Context: an optimization exercise on an open-source flow, tuned for small area. The choices shown serve that exercise and are no tape-out recipe.
The RTL was checked by simulation tests, not by an equivalence proof against the original design.
Power and IR drop assume default switching activity.

== build 72 ==
// ex_stage_top
module ex_stage_top (
    input  logic                  clk,
    input  logic                  rst_n,
    input  logic                  id_valid,
    input  logic [32-1:0]   id_rs1_data,
    input  logic [32-1:0]   id_rs2_data,
    input  logic [32-1:0]   id_imm,
    input  logic [32-1:0]   id_pc,
    input  logic [5-1:0] id_rs1,
    input  logic [5-1:0] id_rs2,
    input  logic [5-1:0] id_rd,
    input  logic [5-1:0] id_alu_ctrl,
    input  logic [1:0]            id_alu_src,
    input  logic [2:0]            id_branch_cond,
    input  logic                  id_branch_valid,
    input  logic [1:0]            id_result_src,
    input  logic                  id_mem_write,
    input  logic                  id_reg_write,
    input  logic [32-1:0]   mem_load_data,
    output logic                  pc_src,
    output logic [32-1:0]   branch_target,
    output logic [32-1:0]   mem_alu_result,
    output logic [32-1:0]   mem_store_data,
    output logic [5-1:0] mem_rd,
    output logic                  mem_write,
    output logic                  mem_reg_write,
    output logic [32-1:0]   wb_result,
    output logic [5-1:0] wb_rd,
    output logic                  wb_reg_write
);
    logic [32-1:0]   ex_alu_result;
    logic [32-1:0]   ex_store_data;
    logic [32-1:0]   ex_pc;
    logic [5-1:0] ex_rd;
    logic [1:0]            ex_result_src;
    logic                  ex_mem_write;
    logic                  ex_reg_write;
    logic [1:0]            mem_result_src;
    logic [32-1:0]   mem_pc_plus4;
    logic                  bubble;
  ...
For scale: about 2500 cells after synthesis, roughly 340 I/O pins.
clock: 7.0 ns
lec_check: 0
cap_margin: 20
core_margin: 2
core_utilization: 40
setup_slack_margin: 0.1
slew_margin: 20
standard.sh (not shown) runs the stock make flow with config.mk's settings and CLKGATE_MAP_FILE= SYNTH_SCRIPT=/design/flow/synth_recipe.tcl, a recipe that flattens the netlist after the stock synthesis.
==> flow/flow/run.sh <==
#!/bin/bash
# Standard synthesis, then an area-oriented re-map of its combinational
# logic, then the standard layout with single-size port buffers and no CTS
# dummy loads. Each tool's output goes to a log file in this folder.
set -euo pipefail
W=$(pwd)
R=$W/orfs/results/$FLOW_PLATFORM/ex_stage_top/base
export BUFFER_PORTS_ARGS="-buffer_cell sky130_fd_sc_hd__buf_1"
export CTS_ARGS="-sink_clustering_enable -repair_clock_nets -dont_use_dummy_load"

bash standard.sh synth > synth.log 2>&1
cp "$R/1_2_yosys.v" "$W/1_2_yosys.standard.v"

TOP=$FLOW_TOP IN_V="$W/1_2_yosys.standard.v" OUT_V="$W/1_2_yosys.remap.v" \
    ABCS="$W/flow/remap.abc" REMAP_RPT="$W/remap_stat" \
    REMAP_PLATFORM_CFG="$FLOW_HOME/platforms/sky130hd/config.mk" \
    REMAP_LIB="$FLOW_HOME/platforms/sky130hd/lib/sky130_fd_sc_hd__tt_025C_1v80.lib" \
    yosys -c "$W/flow/remap.tcl" > remap.log 2>&1

cp "$W/1_2_yosys.remap.v" "$R/1_2_yosys.v"
rm -f "$R/1_synth.odb" "$R/1_synth.sdc"
bash standard.sh > layout.log 2>&1
==> flow/flow/remap.abc <==
strash
dc2
balance
rewrite
refactor
balance
rewrite
rewrite -z
balance
refactor -z
rewrite -z
balance
dch -f
map -D 5000
topo
buffer -c
upsize -D 5000
dnsize -D 5000
==> flow/flow/remap.tcl <==
# Re-map the combinational logic of the standard synthesis netlist for area.
# The flip-flops and tie cells stay as they are, with their names.
set lib $::env(REMAP_LIB)
yosys read_liberty -ignore_miss_func $lib
yosys read_verilog $::env(IN_V)
yosys hierarchy -top $::env(TOP)
foreach c {dfxtp_1 dfrtp_1 dfstp_1 dfxtp_2 dfrtp_2 dfxtp_4 dfrtp_4 conb_1} {
    if {![catch {yosys select -module sky130_fd_sc_hd__$c}]} {
        yosys select -clear
        yosys blackbox sky130_fd_sc_hd__$c
    }
}
yosys flatten
yosys opt_clean -purge
yosys tee -o $::env(REMAP_RPT).before stat -liberty $lib
# The platform's don't-use cells, from its config.mk
set fh [open $::env(REMAP_PLATFORM_CFG) r]
set cfg [read $fh]
close $fh
set dont_use {}
foreach w [regexp -all -inline {sky130_fd_sc_hd__\S+} [lindex [regexp -inline {DONT_USE_CELLS \+=[^#]*} $cfg] 0]] {
    lappend dont_use -dont_use $w
}
puts "remap: [expr {[llength $dont_use] / 2}] dont_use cells"
yosys abc -liberty $lib -script $::env(ABCS) {*}$dont_use
yosys opt_clean -purge
yosys tee -o $::env(REMAP_RPT).after stat -liberty $lib
yosys write_verilog -noattr -nohex -nodec $::env(OUT_V)
diff inputs: build 72 => build 96
diff --git a/flow/config.mk b/flow/config.mk
--- a/flow/config.mk
+++ b/flow/config.mk
@@ -9,4 +9,5 @@
 export CORE_MARGIN = 2
 export CORE_UTILIZATION = 40
+export GPL_TIMING_DRIVEN = 0
 export SETUP_SLACK_MARGIN = 0.1
 export SLEW_MARGIN = 20
[summary]
- The final report for build 96 shows a completed flow and a layout that fails verification, specifically setup timing.
- [build 96] global-route usage rose 1.2 points relative to build 72
- The minimum period implied by the final worst setup slack number comes out lower for build 72 vs build 96.
- Diff build 72..build 96 | initial cell density of the core | unchanged
For build 30, these inputs were changed with respect to build 96:
diff --git a/flow/flow/run.sh b/flow/flow/run.sh
--- a/flow/flow/run.sh
+++ b/flow/flow/run.sh
@@ -7,5 +7,5 @@
 R=$W/orfs/results/$FLOW_PLATFORM/ex_stage_top/base
 export BUFFER_PORTS_ARGS="-buffer_cell sky130_fd_sc_hd__buf_1"
-export CTS_ARGS="-sink_clustering_enable -repair_clock_nets -dont_use_dummy_load"
+export CTS_ARGS="-sink_clustering_enable -repair_clock_nets -dont_use_dummy_load -buf_list sky130_fd_sc_hd__clkbuf_8 -root_buf sky130_fd_sc_hd__clkbuf_8 -sink_clustering_size 12 -sink_clustering_max_diameter 60"
 
 bash standard.sh synth > synth.log 2>&1
diff --git a/flow/config.mk b/flow/config.mk
--- a/flow/config.mk
+++ b/flow/config.mk
@@ -9,5 +9,4 @@
 export CORE_MARGIN = 2
 export CORE_UTILIZATION = 40
-export GPL_TIMING_DRIVEN = 0
 export SETUP_SLACK_MARGIN = 0.1
 export SLEW_MARGIN = 20
Results
Build 30 went all the way through synthesis, placement and routing and the layout is clean on timing, DRC and antenna. Build 30 reports its worst setup path endpoint as branch_target[31]$_DFF_P_ while build 96 reports ex_alu_result[29]$_DFF_P_. Delta (build 30 minus build 96): number of buffers other than clock buffers in the final layout rose by 54; multi-input logic cell count has remained practically unchanged; total chip power moved down.

========
ex_stage_top, a different RTL version from the one above (not shown whole).
Size in the first run: ~340 I/O pins, about 16,000 sq um of cells after synthesis.
export LEC_CHECK = 0
export CAP_MARGIN = 20
export CORE_MARGIN = 2
export CORE_UTILIZATION = 55
export GPL_ROUTABILITY_DRIVEN = 0
export SETUP_SLACK_MARGIN = 0.1
export SLEW_MARGIN = 20
create_clock -name core_clock -period 7.0 [get_ports {clk}]
==> flow/flow/run.sh <==
#!/bin/bash
# Standard synthesis, then an area-oriented re-map of its combinational
# logic, then the standard layout with single-size port buffers and no CTS
# dummy loads. Each tool's output goes to a log file in this folder.
set -euo pipefail
W=$(pwd)
R=$W/orfs/results/$FLOW_PLATFORM/ex_stage_top/base
export BUFFER_PORTS_ARGS="-buffer_cell sky130_fd_sc_hd__buf_1"
export CTS_ARGS="-sink_clustering_enable -repair_clock_nets -dont_use_dummy_load -buf_list sky130_fd_sc_hd__clkbuf_8 -root_buf sky130_fd_sc_hd__clkbuf_8 -sink_clustering_size 16 -sink_clustering_max_diameter 70"

bash standard.sh synth > synth.log 2>&1
cp "$R/1_2_yosys.v" "$W/1_2_yosys.standard.v"

TOP=$FLOW_TOP IN_V="$W/1_2_yosys.standard.v" OUT_V="$W/1_2_yosys.remap.v" \
    ABCS="$W/flow/remap.abc" REMAP_RPT="$W/remap_stat" \
    REMAP_PLATFORM_CFG="$FLOW_HOME/platforms/sky130hd/config.mk" \
    REMAP_LIB="$FLOW_HOME/platforms/sky130hd/lib/sky130_fd_sc_hd__tt_025C_1v80.lib" \
    yosys -c "$W/flow/remap.tcl" > remap.log 2>&1

cp "$W/1_2_yosys.remap.v" "$R/1_2_yosys.v"
rm -f "$R/1_synth.odb" "$R/1_synth.sdc"
bash standard.sh > layout.log 2>&1
==> flow/flow/remap.abc <==
strash
dc2
balance
rewrite
refactor
balance
rewrite
rewrite -z
balance
refactor -z
rewrite -z
balance
dch -f
map -D 4000
topo
buffer -c
upsize -D 4000
dnsize -D 4000
strash
dch -f
map -D 4000
topo
buffer -c
upsize -D 4000
dnsize -D 4000
topo
dnsize -D 4500
Scripts as last shown in full above: flow/flow/remap.tcl
==> next run, changes <==
--- a/flow/flow/run.sh
+++ b/flow/flow/run.sh
@@ -9 +9 @@
-export CTS_ARGS="-sink_clustering_enable -repair_clock_nets -dont_use_dummy_load -buf_list sky130_fd_sc_hd__clkbuf_8 -root_buf sky130_fd_sc_hd__clkbuf_8 -sink_clustering_size 16 -sink_clustering_max_diameter 70"
+export CTS_ARGS="-sink_clustering_enable -repair_clock_nets -dont_use_dummy_load -buf_list sky130_fd_sc_hd__clkbuf_8 -root_buf sky130_fd_sc_hd__clkbuf_8 -sink_clustering_size 12 -sink_clustering_max_diameter 60"
--- a/flow/flow/remap.abc
+++ b/flow/flow/remap.abc
@@ -12,0 +13 @@
+strash
@@ -25,0 +27,3 @@
+strash
+dch -f
+amap
@@ -27 +31,3 @@
-dnsize -D 4500
+buffer -c
+upsize -D 4000
+dnsize -D 4000
CORE_UTILIZATION = 40   (was 55)
GPL_ROUTABILITY_DRIVEN = not set   (was 0)
This time the run reached the layout checks and failed them: setup timing.
Setup slack gets worse by 2.5 ns.
Sequential share of layout area falls by 5.0 points.
Flip-flop and latch count is unchanged.
Hold slack barely changes.
Non-clock buffer count rises by 460.
Utilization falls by 5.7 points.
==> next run, changes <==
--- a/flow/flow/run.sh
+++ b/flow/flow/run.sh
@@ -9 +9,2 @@
-export CTS_ARGS="-sink_clustering_enable -repair_clock_nets -dont_use_dummy_load -buf_list sky130_fd_sc_hd__clkbuf_8 -root_buf sky130_fd_sc_hd__clkbuf_8 -sink_clustering_size 12 -sink_clustering_max_diameter 60"
+export GPL_KEEP_OVERFLOW=0
+export CTS_ARGS="-sink_clustering_enable -repair_clock_nets -dont_use_dummy_load -buf_list sky130_fd_sc_hd__clkbuf_8 -root_buf sky130_fd_sc_hd__clkbuf_8 -sink_clustering_size 16 -sink_clustering_max_diameter 70"
--- a/flow/flow/remap.abc
+++ b/flow/flow/remap.abc
@@ -13 +12,0 @@
-strash
@@ -27,7 +25,0 @@
-strash
-dch -f
-amap
-topo
-buffer -c
-upsize -D 4000
-dnsize -D 4000
CORE_UTILIZATION = 55   (was 40)
=> With this change the flow ran to the end with no violations. Worst setup slack gains 2.4 ns. Clock-buffer cell count is lower by 6. Final cell count decreases by 6.0%. Final area came out lower by 15%. Synthesized cell count rose by 18%.
==> next run, changes <==
--- a/flow/flow/run.sh
+++ b/flow/flow/run.sh
@@ -9,2 +9 @@
-export GPL_KEEP_OVERFLOW=0
-export CTS_ARGS="-sink_clustering_enable -repair_clock_nets -dont_use_dummy_load -buf_list sky130_fd_sc_hd__clkbuf_8 -root_buf sky130_fd_sc_hd__clkbuf_8 -sink_clustering_size 16 -sink_clustering_max_diameter 70"
+export CTS_ARGS="-sink_clustering_enable -repair_clock_nets -dont_use_dummy_load -buf_list sky130_fd_sc_hd__clkbuf_8 -root_buf sky130_fd_sc_hd__clkbuf_8 -sink_clustering_size 12 -sink_clustering_max_diameter 60"
CORE_UTILIZATION = 40   (was 55)
PLACE_DENSITY = 0.75   (was not set)
The new run finished clean.
Cell area goes up by 2.3%.
First-iteration DRC count shrinks by 6.0%.
Synthesized area is unchanged.
Via count grows by 0.35%.
Count of clock-buffer cells in the layout increases by 12.
Worst hold slack loses 0.0053 ns.
Wire length is higher by 9.7%.
==> next run, changes <==
--- a/flow/flow/run.sh
+++ b/flow/flow/run.sh
@@ -9 +9 @@
-export CTS_ARGS="-sink_clustering_enable -repair_clock_nets -dont_use_dummy_load -buf_list sky130_fd_sc_hd__clkbuf_8 -root_buf sky130_fd_sc_hd__clkbuf_8 -sink_clustering_size 12 -sink_clustering_max_diameter 60"
+export CTS_ARGS="-sink_clustering_enable -repair_clock_nets -dont_use_dummy_load -buf_list sky130_fd_sc_hd__clkbuf_8 -root_buf sky130_fd_sc_hd__clkbuf_8 -sink_clustering_size 16 -sink_clustering_max_diameter 70"
CORE_UTILIZATION = 62   (was 40)
PLACE_DENSITY = not set   (was 0.75)
Sequential share of layout area increases by 1.1 points.
Worst hold slack is worse by 0.013 ns.
Routed wire length goes down by a few percent.
Clock skew rises by 0.0078 ns.

[port drivers added, routing unchanged]
How much do the figures lean on ideal ports? The routed layouts below were timed once more, with nothing changed but the port constraints.
Step 1: set_driving_cell puts a clkbuf_16 on clk and a buf_2 on each other input, an assumption about the parent block.
Step 2 times the ports against the registers' clock, not the clock port: input delays grow and output delays shrink by t, the midpoint of the rising clock arrivals with the driver on.
Three values: ideal, step 1, step 2; two values: the first two.
| run | t, ns | slack for setup (ns) | hold slack, ns | worst register clock-pin slew, ns |
|---|---|---|---|---|
| build 72 | 0.620 | 0.423 / 0.453 / -0.167 | 0.300 / 0.300 / 0.300 | 0.06 / 0.06 |
| build 96 | 0.625 | -0.171 / -0.155 / -0.780 | 0.323 / 0.323 / 0.323 | 0.06 / 0.06 |
| build 30 | 0.641 | 0.272 / 0.278 / -0.364 | 0.283 / 0.283 / 0.283 | 0.08 / 0.08 |
| the first run of note 2 | 0.608 | 0.646 / 0.671 / 0.063 | 0.321 / 0.321 / 0.321 | 0.11 / 0.11 |
| the second run of note 2 | 0.625 | -1.877 / -1.864 / -2.490 | 0.319 / 0.319 / 0.319 | 0.09 / 0.09 |
| the third run of note 2 | 0.600 | 0.507 / 0.533 / -0.067 | 0.308 / 0.308 / 0.308 | 0.12 / 0.12 |
| the fourth run of note 2 | 0.611 | 0.702 / 0.727 / 0.116 | 0.302 / 0.302 / 0.302 | 0.08 / 0.08 |
| the fifth run of note 2 | 0.601 | 0.638 / 0.667 / 0.066 | 0.289 / 0.289 / 0.289 | 0.10 / 0.10 |
With both steps, setup timing fails in build 72, build 30 and the third run of note 2, where it was met with ideal ports. The setup slack of build 30, which loses most, moves by +0.006 ns with the drivers and by -0.636 ns with both steps.
